From an optimization exercise on the open Yosys and OpenROAD flow, aimed at small area; shortcuts taken in it are not production practice. The RTL was checked by simulation tests, not by an equivalence proof against the original design. Power is estimated from default activity; no workload was simulated.

run 1:
## gsim_sched
module gsim_sched #(
  parameter int N_ITER = N_ITER_DEFAULT
) (
  input  logic                clk,
  input  logic                reset,
  input  logic                in_en,
  input  logic [15:0]         b_in,
  output logic [WORD_W-1:0]   cu_b,
  output logic [WORD_W-1:0]   cu_x0,
  output logic [WORD_W-1:0]   cu_x1,
  output logic [WORD_W-1:0]   cu_x2,
  output logic [WORD_W-1:0]   cu_x3,
  output logic [WORD_W-1:0]   cu_x4,
  output logic [WORD_W-1:0]   cu_x5,
  input  logic [WORD_W-1:0]   cu_x_new,
  output logic                out_valid,
  output logic [WORD_W-1:0]   x_out
);
For scale: roughly 1200 cells after synthesis, about 780 flip-flops, roughly 310 I/O pins, ~20000 um2 of cells after synthesis.
export LEC_CHECK = 0
export ABC_AREA = 1
export CAP_MARGIN = 0
export CORE_MARGIN = 2
export CORE_UTILIZATION = 40
export SLEW_MARGIN = 0
export BUFFER_PORTS_ARGS = -buffer_cell sky130_fd_sc_hd__buf_1
export CTS_ARGS = -sink_clustering_enable -dont_use_dummy_load -repair_clock_nets -buf_list {sky130_fd_sc_hd__clkbuf_8} -sink_clustering_size 22 -sink_clustering_max_diameter 60
create_clock -name core_clock -period 7.0 [get_ports {clk}]
standard.sh (not shown) runs the stock make flow with config.mk's settings and CLKGATE_MAP_FILE= SYNTH_SCRIPT=/design/flow/synth_recipe.tcl, a recipe that flattens the netlist after the stock synthesis.
==> flow/flow/run.sh <==
#!/bin/bash
# Standard ORFS flow (the standard.sh) with the settings in flow/extra.mk
# appended to the standard flow's config.mk: smaller port buffers and a leaner clock tree.
set -e
cat flow/extra.mk >> config.mk
bash standard.sh > standard.log 2>&1
==> flow/flow/extra.mk <==
export BUFFER_PORTS_ARGS = -buffer_cell sky130_fd_sc_hd__buf_1
export CTS_ARGS = -sink_clustering_enable -dont_use_dummy_load -repair_clock_nets -buf_list {sky130_fd_sc_hd__clkbuf_8} -sink_clustering_size 22 -sink_clustering_max_diameter 60
Run 1 | stages: all done | timing, DRC, antenna: all pass
Edits applied to the flow inputs when going from run 1 to run 2:
Settings: swapping -sink_clustering_enable -dont_use_dummy_load -repair_clock_nets -buf_list {sky130_fd_sc_hd__clkbuf_8} -sink_clustering_size 22 -sink_clustering_max_diameter 60 for -sink_clustering_enable -repair_clock_nets -dont_use_dummy_load -buf_list {sky130_fd_sc_hd__clkbuf_4 sky130_fd_sc_hd__clkbuf_8} -sink_clustering_size 22 -sink_clustering_max_diameter 40 in CTS_ARGS; swapping 40 for 65 in CORE_UTILIZATION; putting PLACE_DENSITY at 0.75 where nothing was set.
==> flow/flow/extra.mk <==
export BUFFER_PORTS_ARGS = -buffer_cell sky130_fd_sc_hd__buf_1
export CTS_ARGS = -sink_clustering_enable -repair_clock_nets -dont_use_dummy_load -buf_list {sky130_fd_sc_hd__clkbuf_4 sky130_fd_sc_hd__clkbuf_8} -sink_clustering_size 22 -sink_clustering_max_diameter 40
In the flow results for run 1 and run 2, the cell depth of the worst setup path is smaller on run 1.
Reported leakage power deteriorates in run 2 relative to run 1.
Compared with run 1, in run 2 setup slack higher; arrival time at the worst endpoint has decreased; number of placement rows went down 18.
Taking run 1 as the reference, in run 2 via total after detailed routing moved up, detailed-route vias per instance went up by 0.60, utilization climbed 28 points, latest clock arrival within the worst-skew pair moved down.
Compared with run 1, run 2 shows a higher final-layout clock-cell area share.
Run 2 ended up with a lower delay of the slowest critical-path stage than run 1 did.
Here is what was changed in the inputs of run 3 compared with run 2.
Settings: changing CAP_MARGIN from 0 to 20; changing CORE_UTILIZATION from 65 to 40; removing PLACE_DENSITY (formerly 0.75); removing ABC_AREA (formerly 1); changing SLEW_MARGIN from 0 to 20; removing CTS_ARGS (formerly -sink_clustering_enable -repair_clock_nets -dont_use_dummy_load -buf_list {sky130_fd_sc_hd__clkbuf_4 sky130_fd_sc_hd__clkbuf_8} -sink_clustering_size 22 -sink_clustering_max_diameter 40); removing BUFFER_PORTS_ARGS (formerly -buffer_cell sky130_fd_sc_hd__buf_1).
==> flow/run.sh (new file) <==
#!/bin/bash
# synth_recipe.tcl (not shown) runs the flow's synth.tcl, then flattens the netlist and writes it again
# the make line also repeats each setting of config.mk as NAME=value (left out here)
make -C /OpenROAD-flow-scripts/flow DESIGN_CONFIG=/design/flow/config.mk WORK_HOME=/design/flow/orfs CLKGATE_MAP_FILE= SYNTH_SCRIPT=/design/flow/synth_recipe.tcl finish
removed: flow/flow/run.sh
removed: flow/flow/extra.mk
removed: flow/standard.sh
==> notes.md <==
The run with more setup slack is run 2; run 3 has less.
The footprint of the multi-input gates reported for run 3 is greater than that of run 2 by 160 um2.
Run 3 vs. run 2: critical path depth -3, total clock sinks now sits at about the same level.
On synthesized cell count: run 3 sits below run 2.
Run 3 vs run 2, worst setup path endpoint: cu_x0[20] vs cu_x3[29]
In run 3, the leakage component of the power came out 16% above the value in run 2.
[inputs] run 4 vs run 3
Settings: ABC_AREA now 1, previously not set; BUFFER_PORTS_ARGS now -buffer_cell sky130_fd_sc_hd__buf_1, previously not set; CTS_ARGS now -sink_clustering_enable -dont_use_dummy_load -buf_list {sky130_fd_sc_hd__clkbuf_8} -sink_clustering_size 20 -sink_clustering_max_diameter 60, previously not set; CAP_MARGIN now 0, was 20; SLEW_MARGIN now 0, was 20.
==> flow/flow/run.sh (new file) <==
#!/bin/bash
# Standard ORFS flow (the standard.sh) with the settings in flow/extra.mk
# appended to the standard flow's config.mk: smaller port buffers and a leaner clock tree.
set -e
cat flow/extra.mk >> config.mk
bash standard.sh > standard.log 2>&1
==> flow/flow/extra.mk (new file) <==
export BUFFER_PORTS_ARGS = -buffer_cell sky130_fd_sc_hd__buf_1
export CTS_ARGS = -sink_clustering_enable -dont_use_dummy_load -buf_list {sky130_fd_sc_hd__clkbuf_8} -sink_clustering_size 20 -sink_clustering_max_diameter 60
==> flow/standard.sh (new file) <==
#!/bin/bash
# synth_recipe.tcl (not shown) runs the flow's synth.tcl, then flattens the netlist and writes it again
# the make line also repeats each setting of config.mk as NAME=value (left out here)
make -C /OpenROAD-flow-scripts/flow DESIGN_CONFIG=/design/flow/config.mk WORK_HOME=/design/flow/orfs CLKGATE_MAP_FILE= SYNTH_SCRIPT=/design/flow/synth_recipe.tcl "${@:-finish}"
removed: flow/run.sh
- Run 4 ended up with met1 as its routing layer with the top usage in global route; run 3 ended up with met2.
- Relative to run 3, final cell count has gone down in run 4.
- Run 4 vs run 3 — instance count on the critical path rose 1.
- Run 4 ends up with a switching component of the power that is 24% lower than in run 3.
- Run 4 ends up with a final critical-path setup slack that is 460 ps higher than in run 3.
- Taking run 3 as the reference, in run 4 final worst hold slack decreased by 23 ps relative to the old numbers, switching share of power higher, total area of multi-input combinational cells lost 160 um2, cell area after layout decreased 3800 um2.
- Shortest clock period the worst path allows after layout (higher): run 3
- Run 4 | status: complete | timing, DRC, antenna: pass
- Run 4 against run 3; clock tree buffer count of the final layout is down by more than a quarter.

---

Setup of job 7132:
Another version of the RTL of gsim_sched (not shown whole).
Size: ~720 flip-flops, roughly 310 I/O pins.
clock: 7.0 ns
lec_check: 0
abc_area: 1
cap_margin: 0
core_margin: 2
core_utilization: 60
gpl_timing_driven: 0
place_density: 0.7
slew_margin: 0
buffer_ports_args: -buffer_cell sky130_fd_sc_hd__buf_1
cts_args: -sink_clustering_enable -repair_clock_nets -dont_use_dummy_load -buf_list {sky130_fd_sc_hd__clkbuf_8} -sink_clustering_size 18 -sink_clustering_max_diameter 80
skip_repair_tie_fanout: 1
==> flow/flow/run.sh <==
#!/bin/bash
# Standard ORFS flow (the standard.sh) with the settings in flow/extra.mk
# appended to the standard flow's config.mk: smaller port buffers and a leaner clock tree.
set -e
cat flow/extra.mk >> config.mk
bash standard.sh > standard.log 2>&1
==> flow/flow/extra.mk <==
export BUFFER_PORTS_ARGS = -buffer_cell sky130_fd_sc_hd__buf_1
export CTS_ARGS = -sink_clustering_enable -repair_clock_nets -dont_use_dummy_load -buf_list {sky130_fd_sc_hd__clkbuf_8} -sink_clustering_size 18 -sink_clustering_max_diameter 80
export SKIP_REPAIR_TIE_FANOUT = 1
The inputs of job 4187 differ from those of job 7132 as listed below.
- GPL_TIMING_DRIVEN: 0 -> unset
## What came out
On detail-routed via count per cell, job 4187 and job 7132 are neck and neck.
The slew of the pin with the lowest slew margin number comes out lower for job 7132 vs job 4187.
Relative to job 7132, worst path buffer plus inverter count decreased by 1 in job 4187.
Job 4187 vs. job 7132: final routed wire length divided by cell count went down about 6.4%; first-iteration DRC count higher.
Comparing job 4187 and job 7132, power per unit of standard cell area is higher on job 4187.
Final setup slack of the worst path in job 4187 vs job 7132: down 0.12 ns
In job 4187, critical path depth is lower than in job 7132.
Final cycle utilization of the critical path in job 4187 vs job 7132: up 1.7 points
| minimum clock period after layout | job 4187 vs job 7132 | 0.12 ns higher |
Job 4187 vs job 7132: worst slew margin relative to its limit down in job 4187
Modified inputs, job 9203 compared to job 4187
- an added GPL_TIMING_DRIVEN of 0
- an added GPL_ROUTABILITY_DRIVEN of 0
- an added TNS_END_PERCENT of 0
Results
Having completed the whole flow, job 9203 delivered a layout that passed the timing, design-rule and antenna checks.
There was hardly any difference in share of final layout cell area taken by clock buffers and inverters between job 4187 and job 9203.
From job 4187 to job 9203, area after synthesis did not move at all.
[compare] base=job 4187 new=job 9203: final worst hold slack +0.0061 ns, relative contribution of the clock network to total power level, total of clock buffers placed in the layout barely changed.

---

The RTL this note starts from:
==> flow/design.v <==
package gsim_sched_pkg;
  localparam int VEC_LEN        = 16;
  localparam int IDX_W          = $clog2(VEC_LEN);
  localparam int FRAC_W         = 16;
  localparam int WORD_W         = 32;
  localparam int N_ITER_DEFAULT = 64;
  typedef enum logic [2:0] {
    S_IDLE,
    S_LOAD,
    S_ITER,
    S_DRAIN,
    S_OUT
  } state_t;
endpackage
import gsim_sched_pkg::*;
module gsim_sched #(
  parameter int N_ITER = N_ITER_DEFAULT
) (
  input  logic                clk,
  input  logic                reset,
  input  logic                in_en,
  input  logic [15:0]         b_in,
  output logic [WORD_W-1:0]   cu_b,
  output logic [WORD_W-1:0]   cu_x0,
  output logic [WORD_W-1:0]   cu_x1,
  output logic [WORD_W-1:0]   cu_x2,
  output logic [WORD_W-1:0]   cu_x3,
  output logic [WORD_W-1:0]   cu_x4,
  output logic [WORD_W-1:0]   cu_x5,
  input  logic [WORD_W-1:0]   cu_x_new,
  output logic                out_valid,
  output logic [WORD_W-1:0]   x_out
);
  localparam int                 SWEEP_W    = (N_ITER > 1) ? $clog2(N_ITER) : 1;
  localparam logic [SWEEP_W-1:0] LAST_SWEEP = SWEEP_W'(N_ITER - 1);
  localparam logic [IDX_W-1:0]   LAST_IDX   = IDX_W'(VEC_LEN - 1);
  localparam int                 X_LEN      = VEC_LEN - 2;
  logic               iter;      
  logic               wb_valid;  
  logic [IDX_W-1:0]   cnt;       
  logic [SWEEP_W-1:0] sweep;
  logic [15:0]        bs [VEC_LEN];
  logic [WORD_W-1:0]  xs [X_LEN];
  logic idle, drain, last_cnt, last_issue, b_shift, x_ext, b_en;
  assign drain      = wb_valid & ~iter;
  assign idle       = ~iter & ~wb_valid & ~out_valid;
  assign last_cnt   = (cnt == LAST_IDX);
  assign last_issue = iter & last_cnt & (sweep == LAST_SWEEP);
  assign b_shift    = iter | (idle & in_en);
  assign x_ext      = last_issue | drain | out_valid;  
  assign b_en       = b_shift | x_ext;
  always_ff @(posedge clk) begin
    if (reset) begin
      iter      <= 1'b0;
      wb_valid  <= 1'b0;
      out_valid <= 1'b0;
      cnt       <= '0;
      sweep     <= '0;
    end else begin
      wb_valid <= iter;
      if (b_shift | out_valid) cnt <= cnt + 1'b1;
      if (idle & in_en & last_cnt) iter <= 1'b1;
      if (iter & last_cnt) sweep <= sweep + 1'b1;
      if (last_issue) iter <= 1'b0;
      if (drain) out_valid <= 1'b1;
      if (out_valid & last_cnt) out_valid <= 1'b0;
    end
  end
  always_ff @(posedge clk) begin
    if (b_en) begin
      bs[0] <= iter ? bs[VEC_LEN-1] : ~b_in;
      for (int i = 1; i < VEC_LEN; i++) bs[i] <= bs[i-1];
      if (x_ext) begin
        bs[12] <= xs[X_LEN-1][15:0];
        bs[14] <= xs[X_LEN-1][31:16];
      end
    end
  end
  logic [WORD_W-1:0] x_new_n;
  assign x_new_n = ~(cu_x_new & {WORD_W{wb_valid}});
  always_ff @(posedge clk) begin
    xs[0] <= x_new_n;
    for (int i = 1; i < X_LEN; i++) xs[i] <= xs[i-1];
  end
  logic off_b, off_0, off_1, off_2, off_3, off_4, off_5, off_o;
  assign off_b = ~iter;
  assign off_0 = ~(iter & (cnt != '0));
  assign off_1 = ~(iter & (cnt <= IDX_W'(VEC_LEN - 2)));
  assign off_2 = ~(iter & (cnt >= IDX_W'(2)));
  assign off_3 = ~(iter & (cnt <= IDX_W'(VEC_LEN - 3)));
  assign off_4 = ~(iter & (cnt >= IDX_W'(3)));
  assign off_5 = ~(iter & (cnt <= IDX_W'(VEC_LEN - 4)));
  assign off_o = ~out_valid;
  assign cu_b  = {~(bs[VEC_LEN-1] | {16{off_b}}), {FRAC_W{1'b0}}};
  assign cu_x0 = ~(x_new_n | {WORD_W{off_0}});
  assign cu_x1 = ~(xs[13]  | {WORD_W{off_1}});
  assign cu_x2 = ~(xs[0]   | {WORD_W{off_2}});
  assign cu_x3 = ~(xs[12]  | {WORD_W{off_3}});
  assign cu_x4 = ~(xs[1]   | {WORD_W{off_4}});
  assign cu_x5 = ~(xs[11]  | {WORD_W{off_5}});
  assign x_out = ~({bs[15], bs[13]} | {WORD_W{off_o}});
endmodule
Settings: LEC_CHECK=0, ABC_AREA=1, CAP_MARGIN=0, CORE_MARGIN=2, CORE_UTILIZATION=40, SLEW_MARGIN=0, BUFFER_PORTS_ARGS=-buffer_cell sky130_fd_sc_hd__buf_1, CTS_ARGS=-sink_clustering_enable -repair_clock_nets -dont_use_dummy_load -buf_list {sky130_fd_sc_hd__clkbuf_8} -sink_clustering_size 20 -sink_clustering_max_diameter 80; clock period 7.0 ns.
==> flow/flow/extra.mk <==
export BUFFER_PORTS_ARGS = -buffer_cell sky130_fd_sc_hd__buf_1
export CTS_ARGS = -sink_clustering_enable -repair_clock_nets -dont_use_dummy_load -buf_list {sky130_fd_sc_hd__clkbuf_8} -sink_clustering_size 20 -sink_clustering_max_diameter 80
Scripts as last shown in full above: flow/flow/run.sh
Next try:
==> flow/flow/extra.mk (replaced) <==
export BUFFER_PORTS_ARGS = -buffer_cell sky130_fd_sc_hd__buf_1
export CTS_ARGS = -sink_clustering_enable -repair_clock_nets -dont_use_dummy_load -buf_list {sky130_fd_sc_hd__clkbuf_8} -sink_clustering_size 20 -sink_clustering_max_diameter 120
export SKIP_REPAIR_TIE_FANOUT = 1
CTS_ARGS = -sink_clustering_enable -repair_clock_nets -dont_use_dummy_load -buf_list {sky130_fd_sc_hd__clkbuf_8} -sink_clustering_size 20 -sink_clustering_max_diameter 120   (was -sink_clustering_enable -repair_clock_nets -dont_use_dummy_load -buf_list {sky130_fd_sc_hd__clkbuf_8} -sink_clustering_size 20 -sink_clustering_max_diameter 80)
SKIP_REPAIR_TIE_FANOUT = 1   (was not set)
Outcome: The new run finished with timing, DRC and antenna clean; wire length goes down slightly; final area hardly moves; power barely changes; synthesized area stays the same; setup slack is better by 0.26 ns; clock-buffer cell count goes down by 1; sequential cell count stays the same; die area stays the same; cell count goes down slightly.
Next try:
==> flow/flow/extra.mk (replaced) <==
export BUFFER_PORTS_ARGS = -buffer_cell sky130_fd_sc_hd__buf_1
export CTS_ARGS = -sink_clustering_enable -repair_clock_nets -dont_use_dummy_load -buf_list {sky130_fd_sc_hd__clkbuf_8} -sink_clustering_size 18 -sink_clustering_max_diameter 80
export SKIP_REPAIR_TIE_FANOUT = 1
ABC_CLOCK_PERIOD_IN_PS = 7000   (was not set)
CORE_UTILIZATION = 60   (was 40)
CTS_ARGS = -sink_clustering_enable -repair_clock_nets -dont_use_dummy_load -buf_list {sky130_fd_sc_hd__clkbuf_8} -sink_clustering_size 18 -sink_clustering_max_diameter 80   (was -sink_clustering_enable -repair_clock_nets -dont_use_dummy_load -buf_list {sky130_fd_sc_hd__clkbuf_8} -sink_clustering_size 20 -sink_clustering_max_diameter 120)
PLACE_DENSITY = 0.7   (was not set)
Outcome: The changed run completed with no timing, DRC or antenna violations. Setup slack got worse by 0.018 ns. Maximum frequency shrinks by 0.44%. Count of clock-buffer cells in the layout grows by 4. Routed wire length shrinks by 9.5%.

==> separate check: timing with driven ports <==
The results above use ideal ports. As a check the final layouts listed here were re-extracted and re-timed, cells and wires unchanged. Step 1 (the two cells are an assumption about what drives the block):
set clk [get_ports {clk}]
set_driving_cell -lib_cell sky130_fd_sc_hd__clkbuf_16 $clk
set_driving_cell -lib_cell sky130_fd_sc_hd__buf_2 [delete_from_list [all_inputs] $clk]
Step 2 times the ports against the registers' clock, not the clock port: input delays grow and output delays shrink by t, the midpoint of the rising clock arrivals with the driver on. Three values: ideal ports, drivers, drivers and shift; two values: the first two.
run | t, ns | setup slack, ns | worst hold slack (ns) | clock arrival spread, ns
run 1 | 0.671 | 3.018 / 2.969 / 3.504 | 0.281 / 0.281 / 0.281 | 0.071 / 0.071
run 2 | 0.632 | 3.092 / 3.047 / 3.192 | 0.281 / 0.281 / 0.281 | 0.070 / 0.070
run 3 | 0.641 | 2.548 / 2.498 / 2.877 | 0.317 / 0.317 / 0.317 | 0.023 / 0.023
run 4 | 0.666 | 3.013 / 2.963 / 3.533 | 0.294 / 0.294 / 0.294 | 0.066 / 0.065
job 7132 | 0.617 | 2.912 / 2.864 / 3.481 | 0.319 / 0.319 / 0.319 | 0.056 / 0.056
job 4187 | 0.603 | 2.795 / 2.750 / 3.147 | 0.313 / 0.313 / 0.313 | 0.057 / 0.057
job 9203 | 0.617 | 2.912 / 2.864 / 3.481 | 0.319 / 0.319 / 0.319 | 0.056 / 0.056
the first run of note 3 | 0.650 | 2.757 / 2.709 / 3.359 | 0.310 / 0.310 / 0.310 | 0.064 / 0.064
the second run of note 3 | 0.645 | 3.020 / 2.973 / 3.056 | 0.321 / 0.321 / 0.321 | 0.063 / 0.063
the third run of note 3 | 0.604 | 3.003 / 2.959 / 3.131 | 0.302 / 0.302 / 0.302 | 0.054 / 0.054
After both steps setup and hold are still met in every run listed.
